Context: an optimization exercise on an open-source flow, tuned for small area. The choices shown serve that exercise and are no tape-out recipe. The RTL was checked by simulation tests, not by an equivalence proof against the original design. Power is estimated from default activity; no workload was simulated.

## zinc
==> flow/design.v (excerpt) <==
module decode_stage_hz #(
  parameter int unsigned XLEN  = 32,
  parameter int unsigned NREGS = 32
) (
  input  logic            clk,
  input  logic            rst_n,
  input  logic            ifidValid,
  input  logic [31:0]     ifidInst,
  input  logic [31:0]     ifidPc,
  input  logic            flush,
  input  logic            regWriteEnable,
  input  logic [4:0]      writeReg,
  input  logic [XLEN-1:0] writeData,
  output logic            stall,
  output logic            idexValid,
  output logic [31:0]     idexPc,
  output logic [XLEN-1:0] idexData1,
  output logic [XLEN-1:0] idexData2,
  output logic [4:0]      idexRs1,
  output logic [4:0]      idexRs2,
  output logic [4:0]      idexRd,
  output logic [6:0]      idexFunc7,
  output logic [2:0]      idexFunc3,
  output logic [XLEN-1:0] idexImm,
  output logic [2:0]      idexExCtrl,
  output logic [2:0]      idexMemCtrl,
  output logic [1:0]      idexWbCtrl
);
  localparam logic [6:0] OpR     = 7'b0110011;
  localparam logic [6:0] OpIAlu  = 7'b0010011;
  localparam logic [6:0] OpLoad  = 7'b0000011;
  localparam logic [6:0] OpStore = 7'b0100011;
  localparam logic [6:0] OpBr    = 7'b1100011;
  localparam logic [6:0] OpJal   = 7'b1101111;
  localparam logic [6:0] OpJalr  = 7'b1100111;
  localparam logic [6:0] OpLui   = 7'b0110111;
  localparam logic [6:0] OpAuipc = 7'b0010111;
  localparam logic [3:0] ClNone  = 4'd0;
  localparam logic [3:0] ClR     = 4'd1;
  localparam logic [3:0] ClIAlu  = 4'd2;
  localparam logic [3:0] ClLoad  = 4'd3;
  localparam logic [3:0] ClStore = 4'd4;
  localparam logic [3:0] ClBr    = 4'd5;
  localparam logic [3:0] ClJal   = 4'd6;
  localparam logic [3:0] ClJalr  = 4'd7;
  localparam logic [3:0] ClU     = 4'd8;
  logic [6:0] opcode;
  logic [4:0] rs1, rs2;
  assign opcode = ifidInst[6:0];
  assign rs1    = ifidInst[19:15];
  assign rs2    = ifidInst[24:20];
  ...
Size: about 2400 cells after synthesis, ~270 I/O pins.
export LEC_CHECK = 0
export CAP_MARGIN = 10
export CORE_MARGIN = 2
export CORE_UTILIZATION = 60
export SETUP_SLACK_MARGIN = 0.05
export SLEW_MARGIN = 10
create_clock -name core_clock -period 5.0 [get_ports {clk}]
standard.sh (not shown) runs the stock make flow with config.mk's settings and CLKGATE_MAP_FILE= SYNTH_SCRIPT=/design/flow/synth_recipe.tcl, a recipe that flattens the netlist after the stock synthesis.
==> flow/flow/run.sh <==
#!/bin/bash
# Own flow: the standard layout (standard.sh), except that synthesis maps
# the logic with an area-oriented ABC script, port buffers use the smallest
# buffer, the clock tree uses small buffers without dummy loads.
set -euo pipefail
W=$(pwd)
export MY_WORK=$W
export MY_ABC_SCRIPT=$W/flow/area.abc
sed "s#SYNTH_SCRIPT=[^ ]*#SYNTH_SCRIPT=$W/flow/my_synth.tcl#" standard.sh > my_standard.sh
grep -q "SYNTH_SCRIPT=$W/flow/my_synth.tcl" my_standard.sh
export BUFFER_PORTS_ARGS="-buffer_cell sky130_fd_sc_hd__buf_1"
export CTS_ARGS="-sink_clustering_enable -repair_clock_nets -dont_use_dummy_load -buf_list {sky130_fd_sc_hd__clkbuf_8} -sink_clustering_size 18 -sink_clustering_max_diameter 60"
bash my_standard.sh synth > synth.log 2>&1
bash my_standard.sh finish > layout.log 2>&1
==> flow/flow/area.abc <==
&get -n
&st
&nf -a -R 1000
&put
==> flow/flow/my_synth.tcl <==
# The standard synthesis (synth_recipe.tcl), with ABC's cell mapping run
# with an area-oriented script instead of ORFS's delay-oriented one.
proc abc {args} {
  set i [lsearch -exact $args -script]
  if { $i >= 0 } { lset args [expr {$i + 1}] $::env(MY_ABC_SCRIPT) }
  set i [lsearch -exact $args -D]
  if { $i >= 0 } { set args [lreplace $args $i [expr {$i + 1}]] }
  yosys abc {*}$args
}
source $::env(MY_WORK)/synth_recipe.tcl
zinc: PASS, flow complete, no timing, DRC or antenna violations
#### Input delta (yarrow over zinc)
--- a/flow/config.mk
+++ b/flow/config.mk
@@ -10 +10 @@
-export CORE_UTILIZATION = 60
+export CORE_UTILIZATION = 64
Notes after the runs:
Between yarrow and zinc, worst setup slack is higher for yarrow, zinc comes in under that. Looking at post-route minimum period, yarrow sits 130 ps lower than zinc does. On portion of total power attributed to the clock network, the higher figure sits with zinc, not yarrow. Delta (yarrow minus zinc): combinational group power now sits higher, number of diodes now sits higher, clock-cell share of area now sits at about the same level, total core area now sits lower. Looking at share of the core filled with cells in the final layout, yarrow sits 4.3 points higher than zinc does. met2 wire length for yarrow: 3.5% down relative to zinc. ~same final design area excluding fillers in yarrow and zinc.

The RTL this note starts from:
==> flow/design.v <==
module decode_stage_hz #(
  parameter int unsigned XLEN  = 32,
  parameter int unsigned NREGS = 32
) (
  input  logic            clk,
  input  logic            rst_n,
  input  logic            ifidValid,
  input  logic [31:0]     ifidInst,
  input  logic [31:0]     ifidPc,
  input  logic            flush,
  input  logic            regWriteEnable,
  input  logic [4:0]      writeReg,
  input  logic [XLEN-1:0] writeData,
  output logic            stall,
  output logic            idexValid,
  output logic [31:0]     idexPc,
  output logic [XLEN-1:0] idexData1,
  output logic [XLEN-1:0] idexData2,
  output logic [4:0]      idexRs1,
  output logic [4:0]      idexRs2,
  output logic [4:0]      idexRd,
  output logic [6:0]      idexFunc7,
  output logic [2:0]      idexFunc3,
  output logic [XLEN-1:0] idexImm,
  output logic [2:0]      idexExCtrl,
  output logic [2:0]      idexMemCtrl,
  output logic [1:0]      idexWbCtrl
);
  localparam logic [6:0] OpR     = 7'b0110011;
  localparam logic [6:0] OpIAlu  = 7'b0010011;
  localparam logic [6:0] OpLoad  = 7'b0000011;
  localparam logic [6:0] OpStore = 7'b0100011;
  localparam logic [6:0] OpBr    = 7'b1100011;
  localparam logic [6:0] OpJal   = 7'b1101111;
  localparam logic [6:0] OpJalr  = 7'b1100111;
  localparam logic [6:0] OpLui   = 7'b0110111;
  localparam logic [6:0] OpAuipc = 7'b0010111;
  localparam logic [3:0] ClNone  = 4'd0;
  localparam logic [3:0] ClR     = 4'd1;
  localparam logic [3:0] ClIAlu  = 4'd2;
  localparam logic [3:0] ClLoad  = 4'd3;
  localparam logic [3:0] ClStore = 4'd4;
  localparam logic [3:0] ClBr    = 4'd5;
  localparam logic [3:0] ClJal   = 4'd6;
  localparam logic [3:0] ClJalr  = 4'd7;
  localparam logic [3:0] ClU     = 4'd8;
  logic [6:0] opcode;
  logic [4:0] rs1, rs2;
  assign opcode = ifidInst[6:0];
  assign rs1    = ifidInst[19:15];
  assign rs2    = ifidInst[24:20];
  logic        v_q;
  logic [31:0] pc_q;
  logic [24:0] ins_q;    
  logic [3:0]  cl_q;
  logic [31:1][XLEN-1:0] rf_q;
  logic [31:1]           wr_q;
  logic [31:1]           we;
  for (genvar g = 1; g < 32; g++) begin : g_rf
    assign we[g] = regWriteEnable && (writeReg == g);
    always_ff @(posedge clk) begin
      if (we[g]) rf_q[g] <= writeData;
    end
    always_ff @(posedge clk or negedge rst_n) begin
      if (!rst_n)     wr_q[g] <= 1'b0;
      else if (we[g]) wr_q[g] <= 1'b1;
    end
  end
  logic [31:1] sel1, sel2;
  always_comb begin
    for (int i = 1; i < 32; i++) begin
      sel1[i] = (ins_q[12:8] == i);
      sel2[i] = (ins_q[17:13] == i);
    end
  end
  logic [31:1] en1, en2;
  assign en1 = sel1 & wr_q;
  assign en2 = sel2 & wr_q;
  logic [10:0][XLEN-1:0] g1, g2;
  always_comb begin
    for (int k = 0; k < 10; k++) begin
      g1[k] = ~(({XLEN{en1[3*k+1]}} & rf_q[3*k+1]) |
                ({XLEN{en1[3*k+2]}} & rf_q[3*k+2]) |
                ({XLEN{en1[3*k+3]}} & rf_q[3*k+3]));
      g2[k] = ~(({XLEN{en2[3*k+1]}} & rf_q[3*k+1]) |
                ({XLEN{en2[3*k+2]}} & rf_q[3*k+2]) |
                ({XLEN{en2[3*k+3]}} & rf_q[3*k+3]));
    end
    g1[10] = ~({XLEN{en1[31]}} & rf_q[31]);
    g2[10] = ~({XLEN{en2[31]}} & rf_q[31]);
  end
  assign idexData1 = ~(g1[0] & g1[1] & g1[2] & g1[3]) | ~(g1[4] & g1[5] & g1[6] & g1[7]) |
                     ~(g1[8] & g1[9] & g1[10]);
  assign idexData2 = ~(g2[0] & g2[1] & g2[2] & g2[3]) | ~(g2[4] & g2[5] & g2[6] & g2[7]) |
                     ~(g2[8] & g2[9] & g2[10]);
  logic [3:0] cl_d;
  always_comb begin
    case (opcode)
      OpR:            cl_d = ClR;
      OpIAlu:         cl_d = ClIAlu;
      OpLoad:         cl_d = ClLoad;
      OpStore:        cl_d = ClStore;
      OpBr:           cl_d = ClBr;
      OpJal:          cl_d = ClJal;
      OpJalr:         cl_d = ClJalr;
      OpLui, OpAuipc: cl_d = ClU;
      default:        cl_d = ClNone;
    endcase
  end
  logic uses_rs2, load_use;
  assign uses_rs2 = (opcode == OpR) || (opcode == OpStore) || (opcode == OpBr);
  assign load_use = ifidValid && v_q && (cl_q == ClLoad) &&
                    (ins_q[4:0] != 5'd0) &&
                    ((ins_q[4:0] == rs1) || ((ins_q[4:0] == rs2) && uses_rs2));
  assign stall = load_use && !flush;
  logic take;
  assign take = !flush && !load_use;
  always_ff @(posedge clk or negedge rst_n) begin
    if (!rst_n) begin
      v_q    <= 1'b0;
      pc_q   <= '0;
      ins_q  <= '0;
      cl_q   <= ClNone;
    end else begin
      v_q    <= take && ifidValid;
      pc_q   <= take ? ifidPc : 32'd0;
      ins_q  <= take ? ifidInst[31:7] : 25'd0;
      cl_q   <= take ? cl_d : ClNone;
    end
  end
  logic [31:0] inst;
  assign inst = {ins_q, 7'd0};
  logic s;
  assign s = inst[31];
  always_comb begin
    idexExCtrl  = 3'b000;
    idexMemCtrl = 3'b000;
    idexWbCtrl  = 2'b00;
    idexImm     = '0;
    case (cl_q)
      ClR: begin
        idexExCtrl = 3'b010; idexWbCtrl = 2'b10;
      end
      ClIAlu: begin
        idexExCtrl = 3'b110; idexWbCtrl = 2'b10;
        idexImm = {{20{s}}, inst[31:20]};
      end
      ClLoad: begin
        idexExCtrl = 3'b100; idexMemCtrl = 3'b010; idexWbCtrl = 2'b11;
        idexImm = {{20{s}}, inst[31:20]};
      end
      ClStore: begin
        idexExCtrl = 3'b100; idexMemCtrl = 3'b001;
        idexImm = {{20{s}}, inst[31:25], inst[11:7]};
      end
      ClBr: begin
        idexExCtrl = 3'b001; idexMemCtrl = 3'b100;
        idexImm = {{19{s}}, s, inst[7], inst[30:25], inst[11:8], 1'b0};
      end
      ClJal: begin
        idexExCtrl = 3'b111; idexMemCtrl = 3'b100; idexWbCtrl = 2'b10;
        idexImm = {{11{s}}, s, inst[19:12], inst[20], inst[30:21], 1'b0};
      end
      ClJalr: begin
        idexExCtrl = 3'b111; idexMemCtrl = 3'b100; idexWbCtrl = 2'b10;
        idexImm = {{20{s}}, inst[31:20]};
      end
      ClU: begin
        idexExCtrl = 3'b111; idexWbCtrl = 2'b10;
        idexImm = {inst[31:12], 12'b0};
      end
      default: ;
    endcase
    if (!v_q) begin
      idexExCtrl  = 3'b000;
      idexMemCtrl = 3'b000;
      idexWbCtrl  = 2'b00;
    end
  end
  assign idexValid = v_q;
  assign idexPc    = pc_q;
  assign idexFunc7 = ins_q[24:18];
  assign idexRs2   = ins_q[17:13];
  assign idexRs1   = ins_q[12:8];
  assign idexFunc3 = ins_q[7:5];
  assign idexRd    = ins_q[4:0];
endmodule
Settings: LEC_CHECK=0, CAP_MARGIN=20, CORE_MARGIN=2, CORE_UTILIZATION=60, SETUP_SLACK_MARGIN=0.15, SLEW_MARGIN=20; clock period 5.0 ns.
==> flow/flow/run.sh <==
#!/bin/bash
# Own flow: the standard layout (standard.sh), except that synthesis maps
# the logic with an area-oriented ABC script, port buffers use the smallest
# buffer, the clock tree uses small buffers without dummy loads.
set -euo pipefail
W=$(pwd)
export MY_WORK=$W
export MY_ABC_SCRIPT=$W/flow/area.abc
sed "s#SYNTH_SCRIPT=[^ ]*#SYNTH_SCRIPT=$W/flow/my_synth.tcl#" standard.sh > my_standard.sh
grep -q "SYNTH_SCRIPT=$W/flow/my_synth.tcl" my_standard.sh
export BUFFER_PORTS_ARGS="-buffer_cell sky130_fd_sc_hd__buf_1"
export CTS_ARGS="-sink_clustering_enable -repair_clock_nets -dont_use_dummy_load -buf_list {sky130_fd_sc_hd__clkbuf_4 sky130_fd_sc_hd__clkbuf_8} -sink_clustering_size 18 -sink_clustering_max_diameter 45"
bash my_standard.sh synth > synth.log 2>&1
bash my_standard.sh finish > layout.log 2>&1
Scripts as last shown in full above: flow/flow/area.abc, flow/flow/my_synth.tcl
==> next run, changes <==
- CORE_UTILIZATION: 60 -> 40
Effect: Worst setup slack gains 0.080 ns; power is higher by 1.1%; sequential share of layout area is lower by 1.2 points.

[re-timing with driven ports]
How much do the figures lean on ideal ports? The routed layouts below were timed once more, with nothing changed but the port constraints.
Step 1 sets driving cells, clkbuf_16 on the clock port and buf_2 on the other inputs (assumed; they add their load-dependent delay and slew).
Step 2, shift: input delay + t, output delay - t, t = (earliest + latest rising clock arrival at the registers) / 2. This alone moves slack from input paths to output paths.
Three values: no drivers, after step 1, after step 2; two values: the first two.
run | t (ns) | slack for setup (ns) | worst register clock-pin slew, ns
zinc | 0.760 | 0.087 / 0.025 / 0.785 | 0.12 / 0.12
yarrow | 0.750 | 0.212 / 0.150 / 0.900 | 0.12 / 0.12
the first run of note 2 | 0.782 | 0.153 / 0.088 / 0.803 | 0.11 / 0.11
the second run of note 2 | 0.862 | 0.232 / 0.158 / 0.931 | 0.11 / 0.11
After both steps every run listed still meets setup and hold.
